Background: an optimization exercise with open tools, aiming at a short achievable clock period and few clock cycles. Do not read the settings as production practice. Only simulation tests tie the RTL to the original design; equivalence was not proved. No activity file was given, so power comes from the tool's default toggle rates.

File: run.sh
#!/bin/bash
# synth_recipe.tcl (not shown) runs the flow's synth.tcl, then flattens the netlist and writes it again
# the make line also repeats each setting of config.mk as NAME=value (left out here)
make -C /OpenROAD-flow-scripts/flow DESIGN_CONFIG=/design/flow/config.mk WORK_HOME=/design/flow/orfs CLKGATE_MAP_FILE= SYNTH_SCRIPT=/design/flow/synth_recipe.tcl finish
File: config.mk
export PLATFORM = sky130hd
export DESIGN_NAME = riscv_core
export DESIGN_NICKNAME = riscv_core
export VERILOG_FILES = /design/flow/design.v
export SDC_FILE = /design/flow/constraint.sdc
export NUM_CORES = 4
export LEC_CHECK = 0
export ABC_CLOCK_PERIOD_IN_PS = 3000
export CAP_MARGIN = 20
export CORE_MARGIN = 2
export CORE_UTILIZATION = 40
export SETUP_SLACK_MARGIN = 5
export SLEW_MARGIN = 20
File: constraint.sdc
create_clock -name core_clock -period 10.0 [get_ports {clk}]
set_input_delay 2.0000 -clock core_clock [delete_from_list [all_inputs] [get_ports {clk}]]
set_output_delay 2.0000 -clock core_clock [all_outputs]
set_load 0.01 [all_outputs]
File: design.v
package riscv_pkg;
    localparam int xlen = 32;
    localparam int reg_addr_w = 5;
    typedef logic [xlen-1:0] word_t;
    typedef logic [reg_addr_w-1:0] reg_addr_t;
    localparam logic [6:0] op_alu_r = 7'b0110011;
    localparam logic [6:0] op_alu_i = 7'b0010011;
    localparam logic [6:0] op_lui = 7'b0110111;
    localparam logic [6:0] op_load = 7'b0000011;
    localparam logic [6:0] op_store = 7'b0100011;
    localparam logic [6:0] op_branch = 7'b1100011;
    localparam logic [6:0] op_jal = 7'b1101111;
    localparam logic [1:0] br_eq = 2'd0;
    localparam logic [1:0] br_ne = 2'd1;
    localparam logic [1:0] br_lt = 2'd2;
    localparam word_t reset_pc = 32'h0000_0000;
    typedef enum logic [3:0] {
        alu_add,
        alu_sub,
        alu_and,
        alu_or,
        alu_xor,
        alu_slt,
        alu_sll,
        alu_srl,
        alu_pass_b
    } alu_op_t;
    typedef struct packed {
        logic valid;
        word_t pc;
        word_t inst;
    } if_id_t;
    typedef struct packed {
        logic valid;
        word_t pc;
        word_t rs1_val;
        word_t rs2_val;
        word_t imm;
        reg_addr_t rd;
        alu_op_t alu_op;
        logic use_imm;
        logic is_load;
        logic is_store;
        logic is_branch;
        logic is_jal;
        logic writes_rd;
        logic [1:0] branch_cond;
    } id_ex_t;
    typedef enum logic {
        mem_idle,
        mem_wait
    } mem_state_t;
endpackage
`timescale 1ns/1ps
module riscv_core (
    input logic clk,
    input logic rst,
    output logic [31:0] inst_addr,
    input logic [31:0] inst_data,
    output logic [31:0] mem_addr,
    output logic [31:0] wdata,
    output logic read_en,
    output logic write_en,
    input logic [31:0] rdata,
    input logic mem_ready
);
    logic [31:0] pc_f;
    logic        d_valid;
    logic [31:0] d_inst;
    logic [31:0] d_pc;
    logic [31:0] d_pc4;
    logic [31:0] d_pnpc;
    logic        d_hit;
    logic        e_valid;
    logic [31:0] e_a;
    logic [31:0] e_b;
    logic [31:0] e_sd;
    logic [31:0] e_pc4;
    logic [31:0] e_tgt;
    logic [4:0]  e_rd;
    logic        e_we;
    logic        e_isld;
    logic        e_isst;
    logic        e_isbr;
    logic        e_isjal;
    logic        e_bne;
    logic        e_blt;
    logic        e_pt;
    logic        e_pn;
    logic        e_a_m;
    logic        e_b_m;
    logic        e_s_m;
    logic        e_s_r;
    logic        e_sub;
    logic        e_sll;
    logic        e_slt;
    logic        e_xor;
    logic        e_srl;
    logic        e_or;
    logic        e_and;
    logic [31:0] m_res;
    logic [31:0] m_sd;
    logic [4:0]  m_rd;
    logic        m_we;
    logic        m_rd_en;
    logic        m_wr_en;
    logic        w_we;
    logic [4:0]  w_rd;
    logic [31:0] w_val;
    logic [31:0] rf [1:31];
    logic        btb_v [0:15];
    logic [5:0]  btb_tag [0:15];
    logic [31:0] btb_tgt [0:15];
    assign inst_addr = pc_f;
    assign mem_addr = m_res;
    assign wdata = m_sd;
    assign read_en = m_rd_en;
    assign write_en = m_wr_en;
    logic mem_stall;
    logic ex_mp;
    logic [31:0] ex_tgt;
    logic ld_stall;
    logic id_redir;
    logic [31:0] id_tgt;
    assign mem_stall = (m_rd_en || m_wr_en) && !mem_ready;
    logic [31:0] pc_f4;
    logic [3:0]  f_idx;
    logic        f_hit;
    logic [31:0] f_pnpc;
    assign pc_f4 = pc_f + 32'd4;
    assign f_idx = pc_f[5:2];
    assign f_hit = btb_v[f_idx] && (btb_tag[f_idx] == pc_f[11:6]);
    assign f_pnpc = f_hit ? btb_tgt[f_idx] : pc_f4;
    always_ff @(posedge clk or negedge rst) begin
        if (!rst) begin
            pc_f <= 32'd0;
        end else if (!mem_stall) begin
            if (ex_mp) pc_f <= ex_tgt;
            else if (ld_stall) pc_f <= pc_f;
            else if (id_redir) pc_f <= id_tgt;
            else pc_f <= f_pnpc;
        end
    end
    always_ff @(posedge clk or negedge rst) begin
        if (!rst) begin
            d_valid <= 1'b0;
        end else if (!mem_stall) begin
            if (ex_mp || id_redir) d_valid <= 1'b0;
            else if (!ld_stall) d_valid <= 1'b1;
        end
    end
    always_ff @(posedge clk) begin
        if (!mem_stall && !ld_stall) begin
            d_inst <= inst_data;
            d_pc <= pc_f;
            d_pc4 <= pc_f4;
            d_pnpc <= f_pnpc;
            d_hit <= f_hit;
        end
    end
    logic [6:0] opcode;
    logic [2:0] f3;
    logic [4:0] rs1;
    logic [4:0] rs2;
    logic [4:0] rd;
    logic is_alur, is_alui, is_lui, is_ld, is_st, is_brop, is_jal, br_ok;
    logic use_rs1, use_rs2b, writes;
    logic [31:0] imm_i, imm_s, imm_b, imm_j, imm_u, imm_bj, imm_x;
    logic st_taken;
    logic [31:0] rf1, rf2, r1, r2;
    logic [31:0] m_wval;
    logic [31:0] a_d, b_d;
    assign opcode = d_inst[6:0];
    assign f3 = d_inst[14:12];
    assign rs1 = d_inst[19:15];
    assign rs2 = d_inst[24:20];
    assign rd = d_inst[11:7];
    assign is_alur = opcode == 7'b0110011;
    assign is_alui = opcode == 7'b0010011;
    assign is_lui = opcode == 7'b0110111;
    assign is_ld = opcode == 7'b0000011;
    assign is_st = opcode == 7'b0100011;
    assign is_brop = opcode == 7'b1100011;
    assign is_jal = opcode == 7'b1101111;
    assign br_ok = is_brop && (f3 == 3'b000 || f3 == 3'b001 || f3 == 3'b100);
    assign use_rs1 = is_alur || is_alui || is_ld || is_st || br_ok;
    assign use_rs2b = is_alur || br_ok;
    assign writes = (is_alur || is_alui || is_lui || is_ld || is_jal) && (rd != 5'd0);
    assign imm_i = {{20{d_inst[31]}}, d_inst[31:20]};
    assign imm_s = {{20{d_inst[31]}}, d_inst[31:25], d_inst[11:7]};
    assign imm_b = {{19{d_inst[31]}}, d_inst[31], d_inst[7], d_inst[30:25], d_inst[11:8], 1'b0};
    assign imm_j = {{11{d_inst[31]}}, d_inst[31], d_inst[19:12], d_inst[20], d_inst[30:21], 1'b0};
    assign imm_u = {d_inst[31:12], 12'd0};
    assign imm_bj = is_jal ? imm_j : imm_b;
    assign imm_x = is_lui ? imm_u : (is_st ? imm_s : imm_i);
    assign id_tgt = d_pc + imm_bj;
    assign st_taken = is_jal || (br_ok && d_inst[31]);
    assign id_redir = d_valid && !d_hit && st_taken;
    assign rf1 = (rs1 == 5'd0) ? 32'd0 : rf[rs1];
    assign rf2 = (rs2 == 5'd0) ? 32'd0 : rf[rs2];
    assign m_wval = m_rd_en ? rdata : m_res;
    assign r1 = (m_we && m_rd == rs1) ? m_wval : ((w_we && w_rd == rs1) ? w_val : rf1);
    assign r2 = (m_we && m_rd == rs2) ? m_wval : ((w_we && w_rd == rs2) ? w_val : rf2);
    assign a_d = use_rs1 ? r1 : (is_jal ? d_pc4 : 32'd0);
    assign b_d = use_rs2b ? r2 : (is_jal ? 32'd0 : imm_x);
    assign ld_stall = d_valid && e_we && e_isld &&
                      ((use_rs1 && e_rd == rs1) || (use_rs2b && e_rd == rs2));
    always_ff @(posedge clk or negedge rst) begin
        if (!rst) begin
            e_valid <= 1'b0;
            e_we <= 1'b0;
            e_isld <= 1'b0;
            e_isst <= 1'b0;
            e_isbr <= 1'b0;
            e_isjal <= 1'b0;
        end else if (!mem_stall) begin
            if (ex_mp || ld_stall || !d_valid) begin
                e_valid <= 1'b0;
                e_we <= 1'b0;
                e_isld <= 1'b0;
                e_isst <= 1'b0;
                e_isbr <= 1'b0;
                e_isjal <= 1'b0;
            end else begin
                e_valid <= 1'b1;
                e_we <= writes;
                e_isld <= is_ld;
                e_isst <= is_st;
                e_isbr <= br_ok;
                e_isjal <= is_jal;
            end
        end
    end
    always_ff @(posedge clk) begin
        if (!mem_stall) begin
            e_a <= a_d;
            e_b <= b_d;
            e_sd <= r2;
            e_pc4 <= d_pc4;
            e_tgt <= id_tgt;
            e_rd <= rd;
            e_bne <= f3 == 3'b001;
            e_blt <= f3 == 3'b100;
            e_pt <= (!d_hit && st_taken) || (d_pnpc == id_tgt);
            e_pn <= (!d_hit && st_taken) ? (imm_bj == 32'd4) : (d_pnpc == d_pc4);
            e_a_m <= use_rs1 && e_we && !e_isld && e_rd == rs1;
            e_b_m <= use_rs2b && e_we && !e_isld && e_rd == rs2;
            e_s_m <= is_st && e_we && !e_isld && e_rd == rs2;
            e_s_r <= is_st && e_we && e_isld && e_rd == rs2;
            e_sub <= is_alur && f3 == 3'b000 && d_inst[30];
            e_sll <= (is_alur || is_alui) && f3 == 3'b001;
            e_slt <= (is_alur || is_alui) && f3 == 3'b010;
            e_xor <= (is_alur || is_alui) && f3 == 3'b100;
            e_srl <= (is_alur || is_alui) && f3 == 3'b101;
            e_or <= (is_alur || is_alui) && f3 == 3'b110;
            e_and <= (is_alur || is_alui) && f3 == 3'b111;
        end
    end
    always_ff @(posedge clk or negedge rst) begin
        if (!rst) begin
            for (int i = 0; i < 16; i++) btb_v[i] <= 1'b0;
        end else if (id_redir) begin
            btb_v[d_pc[5:2]] <= 1'b1;
        end
    end
    always_ff @(posedge clk) begin
        if (id_redir) begin
            btb_tag[d_pc[5:2]] <= d_pc[11:6];
            btb_tgt[d_pc[5:2]] <= id_tgt;
        end
    end
    logic [31:0] ea, eb, esd, sum, diff, res;
    logic lt, eq, cond, taken, plain_add;
    assign ea = e_a_m ? m_res : e_a;
    assign eb = e_b_m ? m_res : e_b;
    assign esd = e_s_m ? m_res : (e_s_r ? rdata : e_sd);
    assign sum = ea + eb;
    assign diff = ea - eb;
    assign lt = $signed(ea) < $signed(eb);
    assign eq = ea == eb;
    assign plain_add = !(e_sub || e_sll || e_slt || e_xor || e_srl || e_or || e_and);
    always_comb begin
        res = 32'd0;
        if (plain_add) res = res | sum;
        if (e_sub) res = res | diff;
        if (e_sll) res = res | (ea << eb[4:0]);
        if (e_slt) res = res | {31'd0, lt};
        if (e_xor) res = res | (ea ^ eb);
        if (e_srl) res = res | (ea >> eb[4:0]);
        if (e_or) res = res | (ea | eb);
        if (e_and) res = res | (ea & eb);
    end
    assign cond = e_bne ? !eq : (e_blt ? lt : eq);
    assign taken = e_isjal || (e_isbr && cond);
    assign ex_mp = e_valid && (taken ? !e_pt : !e_pn);
    assign ex_tgt = taken ? e_tgt : e_pc4;
    always_ff @(posedge clk or negedge rst) begin
        if (!rst) begin
            m_we <= 1'b0;
            m_rd_en <= 1'b0;
            m_wr_en <= 1'b0;
        end else if (!mem_stall) begin
            m_we <= e_we;
            m_rd_en <= e_isld;
            m_wr_en <= e_isst;
        end
    end
    always_ff @(posedge clk) begin
        if (!mem_stall) begin
            m_res <= res;
            m_sd <= esd;
            m_rd <= e_rd;
        end
    end
    always_ff @(posedge clk or negedge rst) begin
        if (!rst) begin
            w_we <= 1'b0;
        end else begin
            w_we <= m_we && !mem_stall;
        end
    end
    always_ff @(posedge clk) begin
        w_rd <= m_rd;
        w_val <= m_wval;
    end
    always_ff @(posedge clk or negedge rst) begin
        if (!rst) begin
            for (int i = 1; i < 32; i++) rf[i] <= 32'd0;
        end else if (w_we) begin
            rf[w_rd] <= w_val;
        end
    end
endmodule
==> results.py, run 1 <==
metrics = {
    "run_status": {
        "run_status": "timing/DRC/antenna clean",
    },
    "logic_synthesis": {
        "synth_nets": 8205,
        "async_flop_share": 0.507,
        "fraction_of_synthesized_cell_area_taken_by_the_top_area_cell_type": 0.291,
        "ys_ff_latch": 2071,
        "syn-instance-count": 7993,
        "synthDominantAreaCellType": "sky130_fd_sc_hd__edfxtp_1",
        "synth_warnings": 3,
        "mean_instance_size_in_the_synthesized_netlist_um2": 12.7,
        "synth_area_mm2": 0.102,
        "synthDistinctLibCells": 95,
        "yosys-top-cells-area": "sky130_fd_sc_hd__edfxtp_1 29%, sky130_fd_sc_hd__dfrtp_1 26%, sky130_fd_sc_hd__mux2_2 12%",
        "synth-main-ff-cell": "sky130_fd_sc_hd__dfrtp_1",
        "synth_seq_area_share": 0.557,
        "synth_edf_count": 983,
    },
    "clock_network": {
        "tritoncts.num_buffers": 214,
        "cts_tree": "built",
        "cts-root-to-sink-buffers": 3,
        "cts-htree-levels": 4,
        "clk_transition_reported_paths_ns": 0.06,
        "clk_root_buffer_cell": "sky130_fd_sc_hd__clkbuf_16",
        "cts_hold_buf": 0,
        "count_of_clock_tree_sinks": 2071,
        "worst_skew_pair.late_latency_ns": 0.91,
    },
    "floorplanning": {
        "floorplan.initialDensity": 0.403,
        "design.die.area_mm2": 0.258,
        "rows": 184,
        "core_region_area_mm2": 0.252,
        "chipWidth_um": 508,
        "design.portCount": 165,
        "die_h_um": 508,
    },
    "final_layout": {
        "largest_register": "rf",
        "final_cell_area_mm2": 0.116,
        "largest_register_ffs": 992,
        "post_synthesis_to_final_layout_area_growth_pct": 14.6,
        "final_nets": 8237,
        "layout_cell_share_with_drive_strength_beyond_1": 0.268,
        "finalNonFillerCells": 11600,
        "number_of_fill_cells": 22300,
    },
    "global_routing": {
        "grt_first_pass_wirelength_um": 601000,
        "antenna_found_initial": 24,
        "grt_max_degree": 172,
        "grt_overflow": 0,
        "grt_use_total": 0.328,
        "first_global_vias": 76300,
    },
    "timing": {
        "final-max-slew-violation-count": 0,
        "worst_clock_skew_ns": 0.0941,
        "setup_ws_ns": 4.80,
        "final_min_period_over_clock_period": 0.520,
        "timing.final.setup_violations": 0,
        "timing_worst_slew_pin_value_ns": 1.26,
        "report.final.hold_viol_count": 0,
        "rsz0062_at_grt": "yes",
        "fmax_mhz": 192,
        "totalNegativeSetupSlack_ns": 0,
        "final.min_clock_period_ns": 5.20,
        "max_slew_margin": 0.149,
    },
    "placement": {
        "hpwlAfterDp_um": 258000,
        "placement.io_buffers": 164,
        "number_of_placed_instances_with_taps_included": 11100,
        "place_worst_setup_slack_ns": 3.13,
        "gp_congestion": 0.994,
        "placed_cell_area_mm2": 0.108,
    },
    "routing": {
        "avgRoutedWirePerCell_um": 37.7,
        "wl_um": 436000,
        "route.antenna.remaining_nets": 0,
        "drt_iter0_markers": 14600,
        "drt_first_pass_iters": 9,
        "remaining_drc_errors": 0,
        "via_count": 79700,
        "per_cell_via_count_in_the_routed_design": 6.89,
    },
    "power": {
        "power.leakage_nw": 46.9,
        "power_per_cell_area_mw_per_mm2": 217,
        "worst_ir_drop_vdd_uv": 202,
    },
    "setup_path": {
        "critPathLaunchType": "flop",
        "cp_slowest_stage_delay_ns": 0.92,
        "timing_worst_setup_path_type": "reg2reg",
        "worst-path-max-fanout": 33,
        "worst-r2r-cell-count": 11,
        "path_cells": "or3_1 -> nand2b_2 -> buf_4 -> nor2_1 -> nor2_4 -> buf_4 -> o21ai_0 -> nor2_1 -> a21oi_1 -> o21ai_0 -> a22o_1",
        "category_of_the_worst_setup_path_capture_point": "flop",
        "cp_slowest_cell": "sky130_fd_sc_hd__edfxtp_1",
        "crit_required_ns": 10.78,
        "crit_arrival_ns": 5.97,
    },
    "min_path": {
        "hold_path.class": "reg2reg",
        "whs_path_depth": 0,
    },
    "flow_run": {
        "cap_viol_max_count": 0,
    },
}
[power breakdown]
part	leakage (nW)	total, mW	switching (mW)	internal (mW)
registers	24.4	11.4	1.03	10.3
logic	19.0	5.71	3.47	2.24
clock network	3.53	8.23	3.63	4.59
[layout by cell type (no fill, tap or decap), drive strengths merged, types with 128 or more instances in the layout]
cell type / netlist / layout
nand2: 397 / 397
dfrtp: 1051 / 1051
clkbuf: 524 / 296
inv: 125 / 128
mux2: 1060 / 1060
o21ai: 416 / 416
a21oi: 313 / 313
mux2i: 182 / 182
a221oi: 229 / 229
nor2: 381 / 381
clkdlybuf4s50: 0 / 163
ha: 142 / 142
a22o: 253 / 253
nand4: 181 / 181
a22oi: 425 / 425
edfxtp: 983 / 983
buf: 141 / 308
mux4: 184 / 184
[through the flow]
step / hold WS [ns] / power [mW] / utilization
after floorplan: 0.407 / 14.4 / -
after global placement: 0.431 / 16.8 / 0.429
after detailed placement: 0.428 / 16.9 / 0.429
after CTS: 0.443 / 25.2 / 0.460
after global routing: 0.457 / 26.1 / 0.462
final: 0.445 / 25.3 / 0.462
[per-layer routing]
metal	vias up	wire (um)	track usage	share of wire
met2	6502	181000	0.466	0.42
met5	-	74	0.000741	0.00017
met4	12	32400	0.194	0.074
li1	31100	-	-	-
met1	40300	163000	0.430	0.37
met3	1779	59000	0.113	0.14
[worst max-delay path: cells and delay by family, from the launching register on]
family / cells / cell delay (ns)
flops: 1 / 0.92
buf+inv: 2 / 1.09
simple gates: 5 / 1.64
compound gates: 4 / 1.29
[kinds of logic after synthesis]
kind of cell | Yosys count | synth area share
buffers and inverters | 791 | 0.0296
DFF | 2071 | 0.557
xor gates and xnor gates | 156 | 0.0137
and+or+nand+nor | 1381 | 0.0647
adders and majority gates | 145 | 0.0181
AOI/OAI and AO/OA | 2023 | 0.141
muxes | 1426 | 0.176
[final timing paths]
check	startpoint	slack [ns]	to
max in group asynchronous	rst	6.71	rf[7][0]$_DFFE_PN0P_
min	m_rd[3]$_DFFE_PN_	0.45	w_rd[3]$_DFF_P_
max reg2reg	d_inst[22]$_DFFE_PP_	4.80	e_b[9]$_DFFE_PN_
min reg2reg	m_rd[3]$_DFFE_PN_	0.45	w_rd[3]$_DFF_P_
max	d_inst[22]$_DFFE_PP_	4.80	e_b[9]$_DFFE_PN_
min in group asynchronous	rst	1.09	rf[2][1]$_DFFE_PN0P_
[Yosys cell counts, types with 17 or more instances]
| library cell | n |
|---|---|
| sky130_fd_sc_hd__mux2_2 | 1059 |
| sky130_fd_sc_hd__dfrtp_1 | 1051 |
| sky130_fd_sc_hd__edfxtp_1 | 983 |
| sky130_fd_sc_hd__clkbuf_1 | 524 |
| sky130_fd_sc_hd__a22oi_1 | 425 |
| sky130_fd_sc_hd__o21ai_0 | 408 |
| sky130_fd_sc_hd__nand2_1 | 397 |
| sky130_fd_sc_hd__nor2_1 | 381 |
| sky130_fd_sc_hd__a21oi_1 | 309 |
| sky130_fd_sc_hd__a22o_1 | 253 |
| sky130_fd_sc_hd__a221oi_1 | 228 |
| sky130_fd_sc_hd__mux4_2 | 184 |
| sky130_fd_sc_hd__mux2i_1 | 180 |
| sky130_fd_sc_hd__nand4_1 | 180 |
| sky130_fd_sc_hd__ha_1 | 142 |
| sky130_fd_sc_hd__inv_1 | 124 |
| sky130_fd_sc_hd__buf_1 | 118 |
| sky130_fd_sc_hd__nand3_1 | 115 |
| sky130_fd_sc_hd__xor2_1 | 88 |
| sky130_fd_sc_hd__nor3_1 | 85 |
| sky130_fd_sc_hd__a222oi_1 | 68 |
| sky130_fd_sc_hd__xnor2_1 | 66 |
| sky130_fd_sc_hd__a211oi_1 | 57 |
| sky130_fd_sc_hd__a21o_1 | 45 |
| sky130_fd_sc_hd__nor4_1 | 43 |
| sky130_fd_sc_hd__dfxtp_1 | 37 |
| sky130_fd_sc_hd__nand2b_1 | 27 |
| sky130_fd_sc_hd__o211ai_1 | 27 |
| sky130_fd_sc_hd__o22ai_1 | 26 |
| sky130_fd_sc_hd__or2_2 | 24 |
| sky130_fd_sc_hd__and3_1 | 20 |
| sky130_fd_sc_hd__buf_2 | 20 |
| sky130_fd_sc_hd__and2_1 | 19 |
| sky130_fd_sc_hd__a31oi_1 | 17 |
| sky130_fd_sc_hd__o221ai_1 | 17 |
[area by class of cell]
cell class              count  area, um^2  share of cell area
repair inverters            1        5.00           0.0000430
flip-flops and latches   2071       56600               0.486
diodes                     13        32.5            0.000280
multi-input cells        5133       43500               0.374
repair buffers            478        4340              0.0373
clock inverters           107        1250              0.0107
well taps                3348        4190              0.0360
clock buffers             291        5990              0.0515
inverters                 126         480             0.00413
[what timing repair did]
action	in CTS	in global routing
gates resized for setup	70	68
endpoints found under the setup margin	179	93
setup buffers	22	24
gates cloned	5	4
pin swaps	15	13
hold endpoints to repair	0	0
Testbench counts, summed over its fixed seeds: cycles 68,136.
==> inputs of run 2 (changes only) <==
--- a/design.v
+++ b/design.v
@@ -87,3 +87,4 @@
     logic        e_blt;
-    logic        e_pt;
+    logic        e_ptf;
+    logic [31:0] e_pnpc;
     logic        e_pn;
@@ -112,3 +113,3 @@
     logic [5:0]  btb_tag [0:15];
-    logic [31:0] btb_tgt [0:15];
+    logic [9:0]  btb_tgt [0:15];
     assign inst_addr = pc_f;
@@ -132,3 +133,3 @@
     assign f_hit = btb_v[f_idx] && (btb_tag[f_idx] == pc_f[11:6]);
-    assign f_pnpc = f_hit ? btb_tgt[f_idx] : pc_f4;
+    assign f_pnpc = f_hit ? {20'd0, btb_tgt[f_idx], 2'b00} : pc_f4;
     always_ff @(posedge clk or negedge rst) begin
@@ -137,6 +138,3 @@
         end else if (!mem_stall) begin
-            if (ex_mp) pc_f <= ex_tgt;
-            else if (ld_stall) pc_f <= pc_f;
-            else if (id_redir) pc_f <= id_tgt;
-            else pc_f <= f_pnpc;
+            pc_f <= taken ? pc_t : pc_n;
         end
@@ -243,3 +241,4 @@
             e_blt <= f3 == 3'b100;
-            e_pt <= (!d_hit && st_taken) || (d_pnpc == id_tgt);
+            e_ptf <= !d_hit && st_taken;
+            e_pnpc <= d_pnpc;
             e_pn <= (!d_hit && st_taken) ? (imm_bj == 32'd4) : (d_pnpc == d_pc4);
@@ -268,3 +267,3 @@
             btb_tag[d_pc[5:2]] <= d_pc[11:6];
-            btb_tgt[d_pc[5:2]] <= id_tgt;
+            btb_tgt[d_pc[5:2]] <= id_tgt[11:2];
         end
@@ -278,5 +277,18 @@
     assign diff = ea - eb;
-    assign lt = $signed(ea) < $signed(eb);
-    assign eq = ea == eb;
     assign plain_add = !(e_sub || e_sll || e_slt || e_xor || e_srl || e_or || e_and);
+    logic eq_nn, eq_mn, eq_nm, lt_nn, lt_mn, lt_nm;
+    assign eq_nn = e_a == e_b;
+    assign eq_mn = m_res == e_b;
+    assign eq_nm = e_a == m_res;
+    assign lt_nn = $signed(e_a) < $signed(e_b);
+    assign lt_mn = $signed(m_res) < $signed(e_b);
+    assign lt_nm = $signed(e_a) < $signed(m_res);
+    always_comb begin
+        case ({e_a_m, e_b_m})
+            2'b00: begin eq = eq_nn; lt = lt_nn; end
+            2'b10: begin eq = eq_mn; lt = lt_mn; end
+            2'b01: begin eq = eq_nm; lt = lt_nm; end
+            default: begin eq = 1'b1; lt = 1'b0; end
+        endcase
+    end
     always_comb begin
@@ -292,6 +304,15 @@
     end
+    logic pt, pn, mp_t, mp_n;
+    assign pt = e_ptf || (e_pnpc == e_tgt);
+    assign pn = e_pn;
     assign cond = e_bne ? !eq : (e_blt ? lt : eq);
     assign taken = e_isjal || (e_isbr && cond);
-    assign ex_mp = e_valid && (taken ? !e_pt : !e_pn);
+    assign mp_t = e_valid && !pt;
+    assign mp_n = e_valid && !pn;
+    assign ex_mp = taken ? mp_t : mp_n;
     assign ex_tgt = taken ? e_tgt : e_pc4;
+    logic [31:0] pc_norm, pc_t, pc_n;
+    assign pc_norm = ld_stall ? pc_f : (id_redir ? id_tgt : f_pnpc);
+    assign pc_t = mp_t ? e_tgt : pc_norm;
+    assign pc_n = mp_n ? e_pc4 : pc_norm;
     always_ff @(posedge clk or negedge rst) begin
==> flow/run.sh (new file) <==
#!/bin/bash
set -euo pipefail
bash standard.sh SETUP_SLACK_MARGIN=6.5 finish > orfs_make.log 2>&1
==> standard.sh (new file) <==
#!/bin/bash
# synth_recipe.tcl (not shown) runs the flow's synth.tcl, then flattens the netlist and writes it again
# the make line also repeats each setting of config.mk as NAME=value (left out here)
make -C /OpenROAD-flow-scripts/flow DESIGN_CONFIG=/design/flow/config.mk WORK_HOME=/design/flow/orfs CLKGATE_MAP_FILE= SYNTH_SCRIPT=/design/flow/synth_recipe.tcl "${@:-finish}"
--- a/config.mk
+++ b/config.mk
@@ -7,3 +7,2 @@
 export LEC_CHECK = 0
-export ABC_CLOCK_PERIOD_IN_PS = 3000
 export CAP_MARGIN = 20
@@ -11,3 +10,2 @@
 export CORE_UTILIZATION = 40
-export SETUP_SLACK_MARGIN = 5
 export SLEW_MARGIN = 20
removed: run.sh
==> run 2 against run 1 <==
Effect of this change:
- critical endpoint is now m_res[30]$_DFFE_PN_
- global-route usage increased by 2.2 points
- setup slack gained 1.1 ns
- wire length shrank 2.9%
- combinational power is 6.0% lower
- register-to-register slack gained 1.1 ns
- highest routed layer unchanged
- synthesized area shrank 11%
- hold slack worse by 0.0024 ns
- critical path depth increased by 6
- fmax is 26% higher
- final area fell by 2.6%
- count of clock-buffer cells in the layout shrank 23
==> results.py, run 2 <==
metrics = {
    "run_status": {
        "run_status": "timing/DRC/antenna clean",
    },
    "setup_path": {
        "critical_path.most_common_cell": "sky130_fd_sc_hd__buf_6",
        "cp_slowest_stage_delay_ns": 0.43,
        "rr_startpoint": "e_a_m$_DFFE_PN_",
        "crit_required_ns": 10.59,
        "worst-path-max-fanout": 5,
        "register_to_register_path_setup_slack_ns": 5.86,
        "timing.critical_path.buf_inv": 4,
        "worst_flop_to_flop_path_endpoint": "m_res[30]$_DFFE_PN_",
        "worst-r2r-cell-count": 17,
        "critPathLaunchType": "flop",
        "timing_worst_setup_path_type": "reg2reg",
        "cp_slowest_cell": "sky130_fd_sc_hd__edfxtp_1",
        "category_of_the_worst_setup_path_capture_point": "flop",
        "setup.worst_path.end": "m_res[30]$_DFFE_PN_",
        "crit_path_start": "e_a_m$_DFFE_PN_",
        "crit_arrival_ns": 4.73,
        "path_delay_family": "compound AO/OA/AOI/OAI gates",
        "path_cells": "buf_6 -> clkbuf_16 -> clkinvlp_4 -> a21boi_4 -> buf_6 -> ha_4 -> fa_2 -> nor2_4 -> o311a_4 -> a2bb2oi_4 -> a221oi_4 -> o21a_2 -> a211oi_4 -> a211o_1 -> a21o_1 -> a31o_2 -> a221o_1",
        "cp_num_cells": 17,
    },
    "routing": {
        "via_count": 80400,
        "avgRoutedWirePerCell_um": 36.8,
        "per_cell_via_count_in_the_routed_design": 6.99,
        "route.antenna.remaining_nets": 0,
        "wl_um": 423000,
        "drt_first_pass_iters": 13,
        "drt_iter0_markers": 15600,
        "remaining_drc_errors": 0,
    },
    "logic_synthesis": {
        "synth_nets": 8121,
        "synth-main-ff-cell": "sky130_fd_sc_hd__dfrtp_1",
        "fraction_of_synthesized_cell_area_taken_by_the_top_area_cell_type": 0.290,
        "synthDominantAreaCellType": "sky130_fd_sc_hd__dfrtp_1",
        "synth_warnings": 3,
        "synth_seq_area_share": 0.517,
        "mean_instance_size_in_the_synthesized_netlist_um2": 11.6,
        "syn-instance-count": 7825,
        "synth_edf_count": 663,
        "yosys-top-cells-area": "sky130_fd_sc_hd__dfrtp_1 29%, sky130_fd_sc_hd__edfxtp_1 22%, sky130_fd_sc_hd__mux2_2 13%",
        "async_flop_share": 0.600,
        "synth_area_mm2": 0.0908,
        "yosys.cell_count.top_type": "sky130_fd_sc_hd__dfrtp_1",
        "ys_ff_latch": 1751,
        "synthDistinctLibCells": 97,
        "post_synth_most_frequent_cells": "1051 x sky130_fd_sc_hd__dfrtp_1, 1026 x sky130_fd_sc_hd__mux2_2, 663 x sky130_fd_sc_hd__edfxtp_1, 497 x sky130_fd_sc_hd__clkbuf_1, 468 x sky130_fd_sc_hd__nand2_1",
    },
    "final_layout": {
        "final-seq-area_mm2": 0.0470,
        "final_nets": 8618,
        "largest_register": "rf",
        "largest_register_ffs": 992,
        "number_of_fill_cells": 19300,
        "layout_cell_share_with_drive_strength_beyond_1": 0.350,
        "post-route-util": 0.503,
        "post_synthesis_to_final_layout_area_growth_pct": 24.8,
        "final_common_cell": "sky130_fd_sc_hd__dfrtp_1",
        "combined_area_of_the_multi_input_logic_cells_mm2": 0.0450,
        "layout.cells.most_common_list": "1023 x sky130_fd_sc_hd__dfrtp_1, 1018 x sky130_fd_sc_hd__mux2_2, 663 x sky130_fd_sc_hd__edfxtp_1",
    },
    "timing": {
        "final.min_clock_period_ns": 4.14,
        "final_min_period_over_clock_period": 0.414,
        "rsz0062_at_grt": "yes",
        "fmax_mhz": 242,
        "timing.hold.ws_ns": 0.443,
        "worst_clock_skew_ns": 0.0881,
        "max_slew_margin": 0.168,
        "timing_worst_slew_pin_value_ns": 1.25,
        "totalNegativeSetupSlack_ns": 0,
        "report.final.hold_viol_count": 0,
        "final-max-slew-violation-count": 0,
        "timing.final.setup_violations": 0,
    },
    "flow_run": {
        "cap_viol_max_count": 0,
    },
    "min_path": {
        "hold_path.class": "reg2reg",
    },
    "floorplanning": {
        "rows": 174,
        "design.portCount": 165,
        "design.die.area_mm2": 0.231,
        "die_h_um": 480,
        "core_region_area_mm2": 0.225,
        "chipWidth_um": 480,
        "floorplan.initialDensity": 0.403,
    },
    "placement": {
        "hpwlAfterDp_um": 238000,
        "gp_congestion": 0.991,
        "placement.io_buffers": 164,
    },
    "power": {
        "p_seq_frac": 0.420,
        "internal_power_mw": 15.0,
        "p_sw_frac": 0.321,
        "power_per_cell_area_mw_per_mm2": 195,
        "total_power_mw": 22.1,
        "worst_ir_drop_vdd_uv": 193,
        "power.leakage_nw": 48.3,
        "p_sw_mw": 7.08,
        "share_clk_of_total_power": 0.337,
        "share_comb_of_total_power": 0.243,
    },
    "clock_network": {
        "clk_transition_reported_paths_ns": 0.06,
        "clk_root_buffer_cell": "sky130_fd_sc_hd__clkbuf_16",
        "cts-root-to-sink-buffers": 3,
        "worst_skew_pair.late_latency_ns": 0.89,
        "cts_tree": "built",
        "cts-htree-levels": 4,
        "tritoncts.num_buffers": 185,
        "count_of_clock_tree_sinks": 1751,
    },
    "global_routing": {
        "grt_overflow": 0,
        "first_global_vias": 75700,
        "antenna_found_initial": 25,
        "grt_use_total": 0.350,
        "grt_first_pass_wirelength_um": 579000,
        "grt_max_degree": 178,
    },
}
## run 2: cell count changes in the layout (fill, tap and decap cells not counted), sizes merged, moves of 33 or more
cell / previous run / this run
nand3: 115 / 160
nand2: 397 / 468
clkdlybuf4s50: 163 / 65
mux2i: 182 / 100
edfxtp: 983 / 663
ha: 142 / 226
inv: 128 / 216
buf: 308 / 821
mux2: 1060 / 1027
mux4: 184 / 72
o21a: 8 / 44
## run 2: worst min-delay path by stage
| stage | startpoint | to | slack (ns) | cells after the start |
|---|---|---|---|---|
| after floorplan | m_rd[2]$_DFFE_PN_ | w_rd[2]$_DFF_P_ | 0.41 | 0 |
| after global placement | m_rd[1]$_DFFE_PN_ | w_rd[1]$_DFF_P_ | 0.43 | 0 |
| after detailed placement | m_rd[0]$_DFFE_PN_ | w_rd[0]$_DFF_P_ | 0.43 | 0 |
| after CTS | m_rd[0]$_DFFE_PN_ | w_rd[0]$_DFF_P_ | 0.45 | 0 |
| after global routing | m_rd[4]$_DFFE_PN_ | w_rd[4]$_DFF_P_ | 0.46 | 0 |
| final | m_rd[0]$_DFFE_PN_ | w_rd[0]$_DFF_P_ | 0.44 | 0 |
## run 2: power groups by stage
stage	clock (mW)	combinational [mW]	sequential, mW
floorplan	0	2.43	9.00
global placement	0	3.73	9.46
detailed placement	0	3.78	9.47
CTS	7.46	4.92	9.23
global route	7.76	5.59	9.32
finish	7.44	5.37	9.28
## run 2: final cells by class
type | count | share of cell area
clock buffers | 268 | 0.0483
repair buffers | 933 | 0.0891
clock inverters | 81 | 0.00995
diodes | 14 | 0.000309
multi-input cells | 5237 | 0.397
well taps | 2992 | 0.0330
repair inverters | 1 | 0.0000773
flip-flops and latches | 1751 | 0.415
inverters | 213 | 0.00748
## run 2: worst register-to-register path, stage by stage (launching register included)
cell and delay (ns):
sky130_fd_sc_hd__edfxtp_1 0.43, sky130_fd_sc_hd__buf_6 0.13, sky130_fd_sc_hd__clkbuf_16 0.14, sky130_fd_sc_hd__clkinvlp_4 0.11, sky130_fd_sc_hd__a21boi_4 0.28, sky130_fd_sc_hd__buf_6 0.15
sky130_fd_sc_hd__ha_4 0.14, sky130_fd_sc_hd__fa_2 0.23, sky130_fd_sc_hd__nor2_4 0.05, sky130_fd_sc_hd__o311a_4 0.33, sky130_fd_sc_hd__a2bb2oi_4 0.17, sky130_fd_sc_hd__a221oi_4 0.35
sky130_fd_sc_hd__o21a_2 0.24, sky130_fd_sc_hd__a211oi_4 0.09, sky130_fd_sc_hd__a211o_1 0.36, sky130_fd_sc_hd__a21o_1 0.17, sky130_fd_sc_hd__a31o_2 0.23, sky130_fd_sc_hd__a221o_1 0.28
## run 2: metrics by stage
stage	setup slack, ns	area (um^2)	cells
6_report	5.86	113000	11500
5_1_grt	5.75	113000	11500
4_1_cts	5.92	109000	11300
3_5_place_dp	4.67	96600	10600
3_3_place_gp	4.30	96500	10600
2_1_floorplan	5.35	91100	7825
## run 2: logic make-up (layout without fill, tap and decap cells)
kind of cell | Yosys count | after routing | share of synthesized area
AOI/OAI and AO/OA | 2129 | 2133 | 0.165
DFF | 1751 | 1751 | 0.517
and+or+nand+nor | 1515 | 1516 | 0.0786
muxes | 1199 | 1199 | 0.156
buffers and inverters | 842 | 1496 | 0.0355
adders and majority gates | 229 | 229 | 0.0318
xor gates and xnor gates | 160 | 160 | 0.0154
other | 0 | 14 | 0
## run 2: timing repair
item / 4_1_cts / 5_1_grt
setup endpoints to repair: 993 / 588
cloned: 37 / 15
gates resized for setup: 1043 / 456
hold buffers: 0 / 0
pin swaps: 184 / 204
setup buffers: 286 / 197
## run 2: layer usage
layer | GRT usage | share of wire | vias up
met4 | 0.228 | 0.087 | 26
li1 | - | - | 31000
met1 | 0.449 | 0.36 | 39900
met5 | 0.00829 | 0.00089 | -
met2 | 0.490 | 0.41 | 7220
met3 | 0.132 | 0.15 | 2232
Testbench counts of run 2, summed over its fixed seeds: cycles 68,136.

[afterwards: timing with drivers on the ports]
The flow's constraints put no driver on any port. The routed layouts listed below were extracted and timed again, unchanged, in two steps.
Step 1: set_driving_cell puts a clkbuf_16 on clk and a buf_2 on each other input, an assumption about the parent block.
Step 2 adds t to the input delays and takes it off the output delays; t is the mean of the earliest and latest rising clock arrival at the registers after step 1. Input paths then give back, and output paths get back, about the clock's delay inside the block.
Three values: ideal ports, drivers, drivers and shift; two values: the first two.
run | t (ns) | setup slack, ns | slew at the worst register clock pin (ns) | worst slew at a driven data input, ns | pins driven straight from the clock port
run 1 | 0.972 | 4.804 / 4.804 / 4.435 | 0.07 / 0.07 | 0.10 | 1
run 2 | 0.952 | 5.864 / 5.864 / 5.675 | 0.08 / 0.08 | 0.06 | 1
After both steps every run listed still meets setup and hold. For run 1, which loses most, drivers alone change the setup slack by 0.000 ns; drivers and shift together by -0.369 ns.
